From an optimization exercise on the open Yosys and OpenROAD flow, aimed at small area, a short achievable clock period and few clock cycles; shortcuts taken in it are not production practice.
In this exercise RTL edits were held to simulation tests only and were not proved equivalent to the original.
Power is estimated from default activity; no workload was simulated.

## build 90
// frame_loader
module frame_loader #(
    parameter int H_RES   = 640,
    parameter int V_RES   = 480,
    parameter int BPP     = 1,
    parameter int RAM_LAT = 1,
    parameter int ADDR_W  = 9,
    parameter int COORD_W = 11
) (
    input  logic           CLOCK_50,
    input  logic           reset_n,
    input  logic           start,
    input  logic           abort,
    input  logic           mirror,
    output logic           busy,
    output logic           done,
    output logic [ADDR_W-1:0]    read_addr,
    input  logic [H_RES*BPP-1:0] q,
    output logic [COORD_W-1:0]   pix_x,
    output logic [COORD_W-1:0]   pix_y,
    output logic [BPP-1:0]       pix_color,
    output logic                 pix_valid,
    input  logic                 pix_ready
);
Size in the first run: ~680 I/O pins, roughly 6800 um2 of cells after synthesis.
==> flow/config.mk <==
export PLATFORM = sky130hd
export DESIGN_NAME = frame_loader
export DESIGN_NICKNAME = frame_loader
export VERILOG_FILES = /design/flow/design.v
export SDC_FILE = /design/flow/constraint.sdc
export NUM_CORES = 4
export LEC_CHECK = 0
export CAP_MARGIN = 20
export CORE_AREA = 5 5 235 235
export CTS_BUF_LIST = sky130_fd_sc_hd__clkbuf_4 sky130_fd_sc_hd__clkbuf_8
export DIE_AREA = 0 0 240 240
export PLACE_DENSITY = 0.8
export SETUP_SLACK_MARGIN = 3.0
export SLEW_MARGIN = 20
export SYNTH_HIERARCHICAL = 1
export SYNTH_MINIMUM_KEEP_SIZE = 0
export TNS_END_PERCENT = 25
export BUFFER_PORTS_ARGS = -buffer_cell sky130_fd_sc_hd__buf_1
export IO_CONSTRAINTS = /design/flow/flow/io.tcl
==> flow/constraint.sdc <==
create_clock -name core_clock -period 5.0 [get_ports {CLOCK_50}]
set_input_delay 1.0000 -clock core_clock [delete_from_list [all_inputs] [get_ports {CLOCK_50}]]
set_output_delay 1.0000 -clock core_clock [all_outputs]
set_load 0.01 [all_outputs]
standard.sh (not shown) runs the stock make flow with config.mk's settings and CLKGATE_MAP_FILE= SYNTH_SCRIPT=/design/flow/synth_recipe.tcl, a recipe that flattens the netlist after the stock synthesis.
==> flow/flow/run.sh <==
#!/bin/bash
# The standard layout (standard.sh) with two changes to how it is made:
# every port is buffered by the smallest buffer, sky130_fd_sc_hd__buf_1,
# instead of the one buffer_ports picks; and the q pins are placed in bit
# order (flow/io.tcl) so that each 32-bit group of the colour select sits
# together on one edge.
set -euo pipefail
echo 'export BUFFER_PORTS_ARGS = -buffer_cell sky130_fd_sc_hd__buf_1' >> config.mk
echo "export IO_CONSTRAINTS = $PWD/flow/io.tcl" >> config.mk
if [[ -f flow/extra.mk ]]; then cat flow/extra.mk >> config.mk; fi
bash standard.sh > standard.log 2>&1
==> flow/flow/io.tcl <==
# q pins in bit order, 160 to a side, so each 32-bit group of the colour
# select sits together on one edge
set sides {bottom right top left}
for {set s 0} {$s < 4} {incr s} {
  set names {}
  for {set i [expr {$s * 160}]} {$i < [expr {($s + 1) * 160}]} {incr i} {
    lappend names "q\[$i\]"
  }
  set_io_pin_constraint -region [lindex $sides $s]:* -pin_names $names -group -order
}
Testbench counts of build 90, summed over its fixed seeds: cycles 4,930,576.
For build 72, these inputs were changed with respect to build 90:
diff --git a/flow/config.mk b/flow/config.mk
--- a/flow/config.mk
+++ b/flow/config.mk
@@ -8,8 +8,6 @@
 export CAP_MARGIN = 20
 export CORE_AREA = 5 5 235 235
-export CTS_BUF_LIST = sky130_fd_sc_hd__clkbuf_4 sky130_fd_sc_hd__clkbuf_8
 export DIE_AREA = 0 0 240 240
-export PLACE_DENSITY = 0.8
-export SETUP_SLACK_MARGIN = 3.0
+export SETUP_SLACK_MARGIN = 3.25
 export SLEW_MARGIN = 20
 export SYNTH_HIERARCHICAL = 1
==> comparison <==
- [build 72] wire length of the first global-routing pass fell 1.7 mm relative to build 90
- Build 72: finished layout cell area higher than build 90
- Diff build 90..build 72 | clock insertion delay at the later pin of the skew report | negligible
- Compared with build 90, build 72 instantiates a larger number of cells.
- [build 72] area overhead of the layout relative to synthesis rose 20 points relative to build 90
- Comparing build 72 with build 90, the flip-flop and latch area came out essentially unchanged.
- Power share of the sequential group: build 72 < build 90
- Changes observed in build 72 relative to build 90: count of clock-buffer cells in the layout saw an increase, worst voltage drop across the vdd grid went up by 8.4%.
Setup changes, build 72 to build 16
diff --git a/flow/config.mk b/flow/config.mk
--- a/flow/config.mk
+++ b/flow/config.mk
@@ -9,5 +9,7 @@
 export CORE_AREA = 5 5 235 235
 export DIE_AREA = 0 0 240 240
-export SETUP_SLACK_MARGIN = 3.25
+export GPL_ROUTABILITY_DRIVEN = 0
+export PLACE_DENSITY = 0.8
+export SETUP_SLACK_MARGIN = 3.0
 export SLEW_MARGIN = 20
 export SYNTH_HIERARCHICAL = 1
Results
Looking at the reports, build 16 completed the entire flow and the layout it produced met the timing, design-rule and antenna checks. Build 72 was carried through to the last stage, and its layout satisfied the timing, design-rule and antenna checks. Build 72 → build 16: combinational power share went down 11 points, area of the multi-input gates decreased about 16%, final period utilization rose 1.3 points, clock buffer count in the final layout went down by 5.


The RTL this note starts from:
==> flow/design.v <==
module frame_loader #(
    parameter int H_RES   = 640,
    parameter int V_RES   = 480,
    parameter int BPP     = 1,
    parameter int RAM_LAT = 1,
    parameter int ADDR_W  = 9,
    parameter int COORD_W = 11
) (
    input  logic           CLOCK_50,
    input  logic           reset_n,
    input  logic           start,
    input  logic           abort,
    input  logic           mirror,
    output logic           busy,
    output logic           done,
    output logic [ADDR_W-1:0]    read_addr,
    input  logic [H_RES*BPP-1:0] q,
    output logic [COORD_W-1:0]   pix_x,
    output logic [COORD_W-1:0]   pix_y,
    output logic [BPP-1:0]       pix_color,
    output logic                 pix_valid,
    input  logic                 pix_ready
);
    localparam int CW = 10;
    localparam int NC = 32;           
    localparam int NG = H_RES / NC;   
    localparam logic [CW-1:0]     X_LAST = H_RES - 1;
    localparam logic [ADDR_W-1:0] Y_LAST = V_RES - 1;
    localparam logic [CW-1:0]     PRE_FWD = '1;
    localparam logic [CW-1:0]     PRE_REV = H_RES;
    logic              busy_q, done_q, valid_q, wait_q, prime_q;
    logic [ADDR_W-1:0] y_q;
    logic              mirror_q, last_q, color_q;
    logic [CW-1:0]     x_q;
    logic [NG-1:0]     grp_q;     
    logic [3:0]        lo_q;      
    logic [7:0]        hi_q;      
    logic [4:0]        g_q;       
    logic hs, row_start, step, fill, mir;
    logic pix_d;
    assign hs        = valid_q && pix_ready;
    assign row_start = !busy_q || hs && last_q;    
    assign step      = prime_q || hs && !last_q;   
    assign fill      = step;                       
    assign mir       = busy_q ? mirror_q : mirror;
    logic [CW-1:0] x_next, x_next2, x_step;
    logic [CW-1:0] x_t, x_c1, x_c2;
    assign x_t = x_q ^ {CW{mirror_q}};
    always_comb begin
        x_c1[0] = 1'b1;
        x_c2[0] = 1'b0;
        x_c2[1] = 1'b1;
        for (int i = 1; i < CW; i++) x_c1[i] = x_c1[i-1] && x_t[i-1];
        for (int i = 2; i < CW; i++) x_c2[i] = x_c2[i-1] && x_t[i-1];
    end
    assign x_next  = x_q ^ x_c1;
    assign x_next2 = x_q ^ x_c2;
    logic [CW-1:0] x_d;
    logic          color_d;
    logic [CW-1:0] x_pre;
    assign x_pre = mir ? PRE_REV : PRE_FWD;
    for (genvar i = 0; i < CW; i++) begin : g_xmux
        fl_mux u_step (.s(step), .a(x_next[i]), .b(x_q[i]), .y(x_step[i]));
        fl_mux u_row (.s(row_start), .a(x_pre[i]), .b(x_step[i]), .y(x_d[i]));
    end
    logic color_n;
    assign color_n = prime_q ? (mirror_q ? q[H_RES-1] : q[0]) : pix_d;
    fl_mux u_cmux (.s(step), .a(color_n), .b(color_q), .y(color_d));
    logic [NC-1:0] csel;
    logic [NG-1:0] grp_d;
    always_comb
        for (int k = 0; k < NC; k++) csel[k] = lo_q[k % 4] && hi_q[k / 4];
    for (genvar j = 0; j < NG; j++) begin : g_grp
        logic [3:0] oct;
        for (genvar i = 0; i < 4; i++) begin : g_oct
            fl_oct u (.d(q[NC*j + 8*i +: 8]), .sel(csel[8*i +: 8]), .y(oct[i]));
        end
        logic [1:0] pair_n;
        fl_nor2 u_p0 (.a(oct[0]), .b(oct[1]), .y(pair_n[0]));
        fl_nor2 u_p1 (.a(oct[2]), .b(oct[3]), .y(pair_n[1]));
        fl_nand2 u_g (.a(pair_n[0]), .b(pair_n[1]), .y(grp_d[j]));
    end
    logic [NG-1:0] gsel;
    always_comb
        for (int j = 0; j < NG; j++) gsel[j] = g_q == 5'(j);
    assign pix_d = |(grp_q & gsel);
    always_ff @(posedge CLOCK_50 or negedge reset_n) begin
        if (!reset_n) begin
            busy_q  <= 1'b0;
            done_q  <= 1'b0;
            valid_q <= 1'b0;
            wait_q  <= 1'b0;
            prime_q <= 1'b0;
            y_q     <= '0;
        end else begin
            done_q <= 1'b0;
            if (!busy_q) begin
                if (start && !abort && !done_q) busy_q <= 1'b1;
                prime_q <= 1'b1;
            end else if (abort) begin
                busy_q  <= 1'b0;
                valid_q <= 1'b0;
                wait_q  <= 1'b0;
                prime_q <= 1'b0;
                y_q     <= '0;
            end else if (valid_q) begin
                if (pix_ready && last_q) begin
                    valid_q <= 1'b0;
                    if (y_q == Y_LAST) begin
                        busy_q <= 1'b0;
                        done_q <= 1'b1;
                        y_q    <= '0;
                    end else begin
                        wait_q <= 1'b1;
                        y_q    <= y_q + 1'b1;
                    end
                end
            end else if (wait_q) begin
                wait_q  <= 1'b0;
                prime_q <= 1'b1;
            end else if (prime_q) begin
                prime_q <= 1'b0;
                valid_q <= 1'b1;
            end
        end
    end
    always_ff @(posedge CLOCK_50) begin
        if (!busy_q) mirror_q <= mirror;
        if (row_start) begin
            last_q <= 1'b0;
            g_q    <= mir ? 5'(NG - 1) : 5'd0;
        end else if (step) begin
            last_q  <= x_q == (mirror_q ? 10'd1 : X_LAST - 1'b1);
            g_q     <= x_next2[9:5];
        end
        x_q     <= x_d;
        color_q <= color_d;
        if (row_start) begin
            lo_q <= mir ? 4'b0100 : 4'b0010;
            hi_q <= mir ? 8'h80 : 8'h01;
        end else if (fill) begin
            lo_q <= mirror_q ? {lo_q[0], lo_q[3:1]} : {lo_q[2:0], lo_q[3]};
            if (mirror_q ? lo_q[0] : lo_q[3])
                hi_q <= mirror_q ? {hi_q[0], hi_q[7:1]} : {hi_q[6:0], hi_q[7]};
        end
        if (fill) grp_q <= grp_d;
    end
    assign busy      = busy_q;
    assign done      = done_q;
    assign read_addr = y_q;
    assign pix_x     = {{(COORD_W-CW){1'b0}}, x_q};
    assign pix_y     = {{(COORD_W-ADDR_W){1'b0}}, y_q};
    assign pix_color = color_q;
    assign pix_valid = valid_q;
endmodule
module fl_nor2 (input logic a, b, output logic y);
    assign y = !(a || b);
endmodule
module fl_nand2 (input logic a, b, output logic y);
    assign y = !(a && b);
endmodule
module fl_oct (
    input  logic [7:0] d,
    input  logic [7:0] sel,
    output logic       y
);
    assign y = |(d & sel);
endmodule
module fl_mux (
    input  logic s,
    input  logic a,
    input  logic b,
    output logic y
);
    assign y = s ? a : b;
endmodule
clock: 5.0 ns
lec_check: 0
cap_margin: 20
core_area: 5 5 235 235
die_area: 0 0 240 240
place_density: 0.8
setup_slack_margin: 3.0
slew_margin: 20
synth_hierarchical: 1
synth_minimum_keep_size: 0
tns_end_percent: 25
buffer_ports_args: -buffer_cell sky130_fd_sc_hd__buf_1
io_constraints: /design/flow/flow/io.tcl
Scripts as last shown in full above: flow/flow/run.sh, flow/flow/io.tcl
The first run completed with no timing, DRC or antenna violations.
Testbench counts at the start, summed over its fixed seeds: cycles 4,930,576.
Then changed:
--- a/flow/config.mk
+++ b/flow/config.mk
@@ -11,2 +11 @@
-export PLACE_DENSITY = 0.8
-export SETUP_SLACK_MARGIN = 3.0
+export SETUP_SLACK_MARGIN = 3.1
Result:
- The changed run produced a clean layout
- via count came out higher by 4.0%
- power came out higher by about 7%
- fmax came out higher by about 2.3%
- worst hold slack improved by 61 ps
- core utilization came out higher by 1.0 points
- cell count came out higher by 2.8%
- count of clock-buffer cells in the layout came out higher by 1
- clock power came out lower by 4.0%
- final area came out higher by 4.9%
- area after synthesis stays the same
Then changed:
==> flow/flow/run.sh (replaced) <==
#!/bin/bash
# The standard layout (standard.sh) with three changes to how it is made:
# every input port is buffered by the smallest buffer, sky130_fd_sc_hd__buf_1,
# instead of the one buffer_ports picks, and every output port buffer is then
# made a buf_4 (flow/outbuf.tcl, after global placement); and the q pins are
# placed in bit order (flow/io.tcl) so that each 32-bit group of the colour
# select sits together on one edge.
set -euo pipefail
echo 'export BUFFER_PORTS_ARGS = -buffer_cell sky130_fd_sc_hd__buf_1' >> config.mk
echo "export IO_CONSTRAINTS = $PWD/flow/io.tcl" >> config.mk
echo "export POST_GLOBAL_PLACE_TCL = $PWD/flow/outbuf.tcl" >> config.mk
if [[ -f flow/extra.mk ]]; then cat flow/extra.mk >> config.mk; fi
bash standard.sh > standard.log 2>&1
==> flow/flow/outbuf.tcl (new file) <==
# Output ports: give each port buffer the drive of a buf_4 instead of buf_1,
# as the pins sit far from the flip-flops that drive them.
set db_master [[ord::get_db] findMaster sky130_fd_sc_hd__buf_4]
set n 0
foreach bterm [[ord::get_db_block] getBTerms] {
  if { [$bterm getIoType] != "OUTPUT" } { continue }
  set net [$bterm getNet]
  if { $net == "NULL" } { continue }
  foreach iterm [$net getITerms] {
    if { ![$iterm isOutputSignal] } { continue }
    set inst [$iterm getInst]
    if { [[$inst getMaster] getName] == "sky130_fd_sc_hd__buf_1" } {
      $inst swapMaster $db_master
      incr n
    }
  }
}
puts "outbuf.tcl: $n output port buffers made buf_4"
--- a/flow/config.mk
+++ b/flow/config.mk
@@ -11 +11 @@
-export SETUP_SLACK_MARGIN = 3.1
+export SETUP_SLACK_MARGIN = 3.0
@@ -17,0 +18 @@
+export POST_GLOBAL_PLACE_TCL = /design/flow/flow/outbuf.tcl
Outcome: Total power is lower by 3.5%. Worst setup slack gets worse by 39 ps. Utilization is lower by 0.36 points. Design area is lower by about 1.7%. Die area does not change. Combinational power is lower by about 9%. Via count is lower by about 4.4%. Wire length is lower by 11%. Register-to-register slack gets better by 30 ps. Clock skew stays flat. Clock power is higher by about 2%.
Then changed:
==> flow/flow/run.sh (replaced) <==
#!/bin/bash
# The standard layout (standard.sh) with two changes to how it is made:
# every port is buffered by the smallest buffer, sky130_fd_sc_hd__buf_1,
# instead of the one buffer_ports picks; and the q pins are placed in bit
# order (flow/io.tcl) so that each 32-bit group of the colour select sits
# together on one edge.
set -euo pipefail
echo 'export BUFFER_PORTS_ARGS = -buffer_cell sky130_fd_sc_hd__buf_1' >> config.mk
echo "export IO_CONSTRAINTS = $PWD/flow/io.tcl" >> config.mk
if [[ -f flow/extra.mk ]]; then cat flow/extra.mk >> config.mk; fi
bash standard.sh > standard.log 2>&1
--- a/flow/config.mk
+++ b/flow/config.mk
@@ -18 +17,0 @@
-export POST_GLOBAL_PLACE_TCL = /design/flow/flow/outbuf.tcl
removed: flow/flow/outbuf.tcl
Effect: Design area is lower by a few percent; wire length falls by roughly a tenth; setup slack is worse by 19 ps; total power shrinks by a few percent; sequential share of layout area came out higher by 0.48 points.
Then changed:
==> flow/flow/run.sh (replaced) <==
#!/bin/bash
# The standard layout (standard.sh) with three changes to how it is made:
# every input port is buffered by the smallest buffer, sky130_fd_sc_hd__buf_1,
# instead of the one buffer_ports picks, and every output port buffer is then
# made a buf_4 (flow/outbuf.tcl, after global placement); and the q pins are
# placed in bit order (flow/io.tcl) so that each 32-bit group of the colour
# select sits together on one edge.
set -euo pipefail
echo 'export BUFFER_PORTS_ARGS = -buffer_cell sky130_fd_sc_hd__buf_1' >> config.mk
echo "export IO_CONSTRAINTS = $PWD/flow/io.tcl" >> config.mk
echo "export POST_GLOBAL_PLACE_TCL = $PWD/flow/outbuf.tcl" >> config.mk
if [[ -f flow/extra.mk ]]; then cat flow/extra.mk >> config.mk; fi
bash standard.sh > standard.log 2>&1
==> flow/flow/outbuf.tcl (new file) <==
# Output ports: give each port buffer the drive of a buf_4 instead of buf_1,
# as the pins sit far from the flip-flops that drive them.
set db_master [[ord::get_db] findMaster sky130_fd_sc_hd__buf_4]
set n 0
foreach bterm [[ord::get_db_block] getBTerms] {
  if { [$bterm getIoType] != "OUTPUT" } { continue }
  set net [$bterm getNet]
  if { $net == "NULL" } { continue }
  foreach iterm [$net getITerms] {
    if { ![$iterm isOutputSignal] } { continue }
    set inst [$iterm getInst]
    if { [[$inst getMaster] getName] == "sky130_fd_sc_hd__buf_1" } {
      $inst swapMaster $db_master
      incr n
    }
  }
}
puts "outbuf.tcl: $n output port buffers made buf_4"
--- a/flow/config.mk
+++ b/flow/config.mk
@@ -11 +11 @@
-export SETUP_SLACK_MARGIN = 3.0
+export SETUP_SLACK_MARGIN = 2.9
@@ -17,0 +18 @@
+export POST_GLOBAL_PLACE_TCL = /design/flow/flow/outbuf.tcl
What happened: First-iteration DRC count barely changes; routed wire length shrinks by 1.8%; clock-buffer cell count stays the same.

separate check: timing with driven ports:
In the flow no input, the clock included, has a driving cell. The finished layouts below were timed again as built, in two steps.
Step 1: set_driving_cell puts a clkbuf_16 on CLOCK_50 and a buf_2 on each other input, an assumption about the parent block.
Step 2 adds t to the input delays and takes it off the output delays; t is the mean of the earliest and latest rising clock arrival at the registers after step 1. Input paths then give back, and output paths get back, about the clock's delay inside the block.
Slacks: ideal ports / drivers / drivers and shift; pairs: ideal ports / drivers.
| run | t, ns | setup slack, ns | pins driven straight from the clock port |
|---|---|---|---|
| build 90 | 0.394 | 2.912 / 2.859 / 2.586 | 1 |
| build 72 | 0.367 | 2.991 / 2.959 / 2.788 | 1 |
| build 16 | 0.384 | 2.926 / 2.872 / 2.580 | 1 |
| the first run of note 2 | 0.384 | 2.926 / 2.872 / 2.580 | 1 |
| the second run of note 2 | 0.364 | 2.972 / 2.946 / 2.678 | 1 |
| the third run of note 2 | 0.349 | 2.933 / 2.902 / 2.614 | 1 |
| the fourth run of note 2 | 0.357 | 2.914 / 2.884 / 2.593 | 1 |
| the fifth run of note 2 | 0.352 | 2.827 / 2.815 / 2.465 | 1 |
After both steps setup and hold are still met in every run listed. The setup slack of the fifth run of note 2, which loses most, moves by -0.012 ns with the drivers and by -0.362 ns with both steps.
